What follows belongs to an exercise in optimizing a design on an open flow for small area; a production flow would make more cautious choices. In this exercise RTL edits were held to simulation tests only and were not proved equivalent to the original. Power and IR drop assume default switching activity.

## operand_fetch
module operand_fetch (
  input  logic        clk,
  input  logic        rst,
  input  logic [31:0] Instruction,
  input  logic        InValid,
  output logic        InReady,
  input  logic        WriteEnable,
  input  logic [4:0]  WriteAddr,
  input  logic [31:0] WriteData,
  output logic [31:0] DR1,
  output logic [31:0] DR2,
  output logic [2:0]  ALUControl,
  output logic [4:0]  DestReg,
  output logic        IllegalOp,
  output logic        OutValid,
  input  logic        OutReady,
  output logic [15:0] IssueCount
);
clock: 5.0 ns
lec_check: 0
cap_margin: 15
core_margin: 2
core_utilization: 58
gpl_timing_driven: 0
setup_slack_margin: 0.2
slew_margin: 45
synth_hierarchical: 1
synth_minimum_keep_size: 0
buffer_ports_args: -buffer_cell sky130_fd_sc_hd__buf_1
cts_args: -sink_clustering_enable -repair_clock_nets -dont_use_dummy_load -buf_list {sky130_fd_sc_hd__clkbuf_4} -sink_clustering_size 8 -sink_clustering_max_diameter 40
standard.sh (not shown) runs the stock make flow with config.mk's settings and CLKGATE_MAP_FILE= SYNTH_SCRIPT=/design/flow/synth_recipe.tcl, a recipe that flattens the netlist after the stock synthesis.
==> flow/flow/run.sh <==
#!/bin/bash
# Standard layout with smaller port buffers and no CTS dummy loads.
set -e
cp "$FLOW_CONFIG" config.orig.mk
cat >> "$FLOW_CONFIG" <<'EOC'
export DONT_USE_CELLS += sky130_fd_sc_hd__buf_8 sky130_fd_sc_hd__buf_12 sky130_fd_sc_hd__buf_16 sky130_fd_sc_hd__bufbuf_8 sky130_fd_sc_hd__bufbuf_16
export BUFFER_PORTS_ARGS = -buffer_cell sky130_fd_sc_hd__buf_1
export CTS_ARGS = -sink_clustering_enable -repair_clock_nets -dont_use_dummy_load -buf_list {sky130_fd_sc_hd__clkbuf_4} -sink_clustering_size 8 -sink_clustering_max_diameter 40
EOC

bash standard.sh finish > standard.log 2>&1
Change:
--- a/flow/config.mk
+++ b/flow/config.mk
@@ -12,2 +12 @@
-export SETUP_SLACK_MARGIN = 0.2
-export SLEW_MARGIN = 45
+export SLEW_MARGIN = 15
Result:
- The new run finished but fails on setup timing
- global-route usage stays flat
- via count is about the same
- total power came out lower by about 0.36%
- cell area came out lower by about 2%
- maximum frequency came out lower by 4.7%
- die area does not change
- sequential power stays flat
- cell count is about the same
Change:
--- a/flow/config.mk
+++ b/flow/config.mk
@@ -10,2 +10,2 @@
-export CORE_UTILIZATION = 58
-export GPL_TIMING_DRIVEN = 0
+export CORE_UTILIZATION = 62
+export GPL_TIMING_DRIVEN = 1
Outcome: With this change the flow finished clean; global-route usage rose by 3.5 points; non-clock buffer count rose by 119; final area does not change; power stays flat; core utilization went up by 4.2 points; worst setup slack improved by 1100 ps; count of clock-buffer cells in the layout is unchanged; routed wire length hardly moves.
Change:
--- a/flow/config.mk
+++ b/flow/config.mk
@@ -10,2 +10,2 @@
-export CORE_UTILIZATION = 62
-export GPL_TIMING_DRIVEN = 1
+export CORE_UTILIZATION = 52
+export GPL_TIMING_DRIVEN = 0
After rerunning: The new run reached the layout checks and failed them: setup timing; worst setup slack loses 1000 ps; core utilization drops by 10 points; via count drops by 3.0%; count of clock-buffer cells in the layout climbs by 5; cell area climbs by 0.72%; routed wire length climbs by 2.4%; total power climbs by 0.61%; die area climbs by 19%.

========
red:
Another version of the RTL of operand_fetch (not shown whole).
Size: ~3500 cells after synthesis, about 1100 flip-flops, ~170 I/O pins.
==> flow/design.v (excerpt) <==
module operand_fetch (
  input  logic        clk,
  input  logic        rst,
  input  logic [31:0] Instruction,
  input  logic        InValid,
  output logic        InReady,
  input  logic        WriteEnable,
  input  logic [4:0]  WriteAddr,
  input  logic [31:0] WriteData,
  output logic [31:0] DR1,
  output logic [31:0] DR2,
  output logic [2:0]  ALUControl,
  output logic [4:0]  DestReg,
  output logic        IllegalOp,
  output logic        OutValid,
  input  logic        OutReady,
  output logic [15:0] IssueCount
);
Settings: LEC_CHECK=0, CAP_MARGIN=15, CORE_MARGIN=2, CORE_UTILIZATION=50, SLEW_MARGIN=15, SYNTH_HIERARCHICAL=1, SYNTH_MINIMUM_KEEP_SIZE=0, BUFFER_PORTS_ARGS=-buffer_cell sky130_fd_sc_hd__buf_1, CTS_ARGS=-sink_clustering_enable -repair_clock_nets -dont_use_dummy_load -buf_list {sky130_fd_sc_hd__clkbuf_8} -sink_clustering_size 16 -sink_clustering_max_diameter 50; clock period 5.0 ns.
==> flow/flow/run.sh <==
#!/bin/bash
# Standard layout with smaller port buffers and no CTS dummy loads.
set -e
cp "$FLOW_CONFIG" config.orig.mk
cat >> "$FLOW_CONFIG" <<'EOC'
export BUFFER_PORTS_ARGS = -buffer_cell sky130_fd_sc_hd__buf_1
export CTS_ARGS = -sink_clustering_enable -repair_clock_nets -dont_use_dummy_load -buf_list {sky130_fd_sc_hd__clkbuf_8} -sink_clustering_size 16 -sink_clustering_max_diameter 50
EOC

bash standard.sh finish > standard.log 2>&1
No stage failed in red, and the final checks on the layout all came back clean.
[inputs] blue vs red
Settings: changing CTS_ARGS from -sink_clustering_enable -repair_clock_nets -dont_use_dummy_load -buf_list {sky130_fd_sc_hd__clkbuf_8} -sink_clustering_size 16 -sink_clustering_max_diameter 50 to -sink_clustering_enable -repair_clock_nets -dont_use_dummy_load -buf_list {sky130_fd_sc_hd__clkbuf_4} -sink_clustering_size 8 -sink_clustering_max_diameter 40; changing CORE_UTILIZATION from 50 to 58; setting GPL_TIMING_DRIVEN to 0 for the first time.
==> flow/flow/run.sh <==
#!/bin/bash
# Standard layout with smaller port buffers and no CTS dummy loads.
set -e
cp "$FLOW_CONFIG" config.orig.mk
cat >> "$FLOW_CONFIG" <<'EOC'
export BUFFER_PORTS_ARGS = -buffer_cell sky130_fd_sc_hd__buf_1
export CTS_ARGS = -sink_clustering_enable -repair_clock_nets -dont_use_dummy_load -buf_list {sky130_fd_sc_hd__clkbuf_4} -sink_clustering_size 8 -sink_clustering_max_diameter 40
EOC

bash standard.sh finish > standard.log 2>&1
==> notes.md <==
The final report for blue shows a completed flow and a layout that fails verification, specifically setup timing.
Looking at number of ordinary and repair buffers in the finished layout across blue and red, the one that comes out lower is blue.
Looking at critical path depth across blue and red, the one that comes out lower is red.
| cell area power density | blue vs red | 5.5 mW/mm^2 lower |
Relative to red, the final cell area reported for blue is lower.
The run showing the smaller synthesis-to-layout area growth is blue.
Going from red to blue, final worst-path cycle share grows by 21 points.
The following lists how green was set up differently from blue:
Settings: CTS_ARGS now -sink_clustering_enable -repair_clock_nets -dont_use_dummy_load -buf_list {sky130_fd_sc_hd__clkbuf_8} -sink_clustering_size 16 -sink_clustering_max_diameter 50, was -sink_clustering_enable -repair_clock_nets -dont_use_dummy_load -buf_list {sky130_fd_sc_hd__clkbuf_4} -sink_clustering_size 8 -sink_clustering_max_diameter 40; CORE_UTILIZATION now 50, was 58.
==> flow/flow/run.sh <==
#!/bin/bash
# Standard layout with smaller port buffers and no CTS dummy loads.
set -e
cp "$FLOW_CONFIG" config.orig.mk
cat >> "$FLOW_CONFIG" <<'EOC'
export BUFFER_PORTS_ARGS = -buffer_cell sky130_fd_sc_hd__buf_1
export CTS_ARGS = -sink_clustering_enable -repair_clock_nets -dont_use_dummy_load -buf_list {sky130_fd_sc_hd__clkbuf_8} -sink_clustering_size 16 -sink_clustering_max_diameter 50
EOC

bash standard.sh finish > standard.log 2>&1
Findings:
Summary — post-placement setup slack, green relative to blue: higher, by 0.51 ns.
The run with more setup slack is green; blue has less.
In green the implementation ran to completion but is not tape-out ready, as the final checks report setup timing.
Finished layout cell area | green above blue
Going from blue to green, number of global-route vias before repair shrank slightly.
green: tightest slew margin relative to the limit is 2.5 points higher than what blue reported.

==> separate check: timing with driven ports <==
How much do the figures lean on ideal ports? The routed layouts below were timed once more, with nothing changed but the port constraints.
Step 1, drivers: a clkbuf_16 drives clk and a buf_2 each remaining input, both assumed.
Step 2 also shifts input and output timing later by t, the mid clock arrival at the registers, as if the neighbouring blocks saw the same clock.
a / b / c = ideal / step 1 / step 2; a / b = the first two.
run	t (ns)	slack for setup (ns)	worst hold slack (ns)	slew at the worst register clock pin (ns)	pins driven straight from the clock port
the first run of note 1	1.050	0.162 / 0.196 / -0.855	0.261 / 0.212 / 0.459	0.10 / 0.10	1
the second run of note 1	1.045	-0.078 / -0.043 / -1.088	0.205 / 0.156 / 0.462	0.10 / 0.10	1
the third run of note 1	1.103	0.981 / 0.981 / 0.085	0.188 / 0.141 / 0.455	0.10 / 0.10	1
the fourth run of note 1	1.076	-0.046 / -0.003 / -1.079	0.238 / 0.189 / 0.460	0.10 / 0.10	1
red	0.827	0.706 / 0.706 / 0.017	0.431 / 0.397 / 0.463	0.11 / 0.11	1
blue	1.104	-0.339 / -0.292 / -1.396	0.164 / 0.122 / 0.465	0.10 / 0.10	1
green	0.823	-0.299 / -0.246 / -1.068	0.465 / 0.436 / 0.465	0.10 / 0.10	1
Met with ideal ports but missed after step 2: setup timing in the first run of note 1. For blue, which loses most, drivers alone change the setup slack by +0.047 ns; drivers and shift together by -1.057 ns.
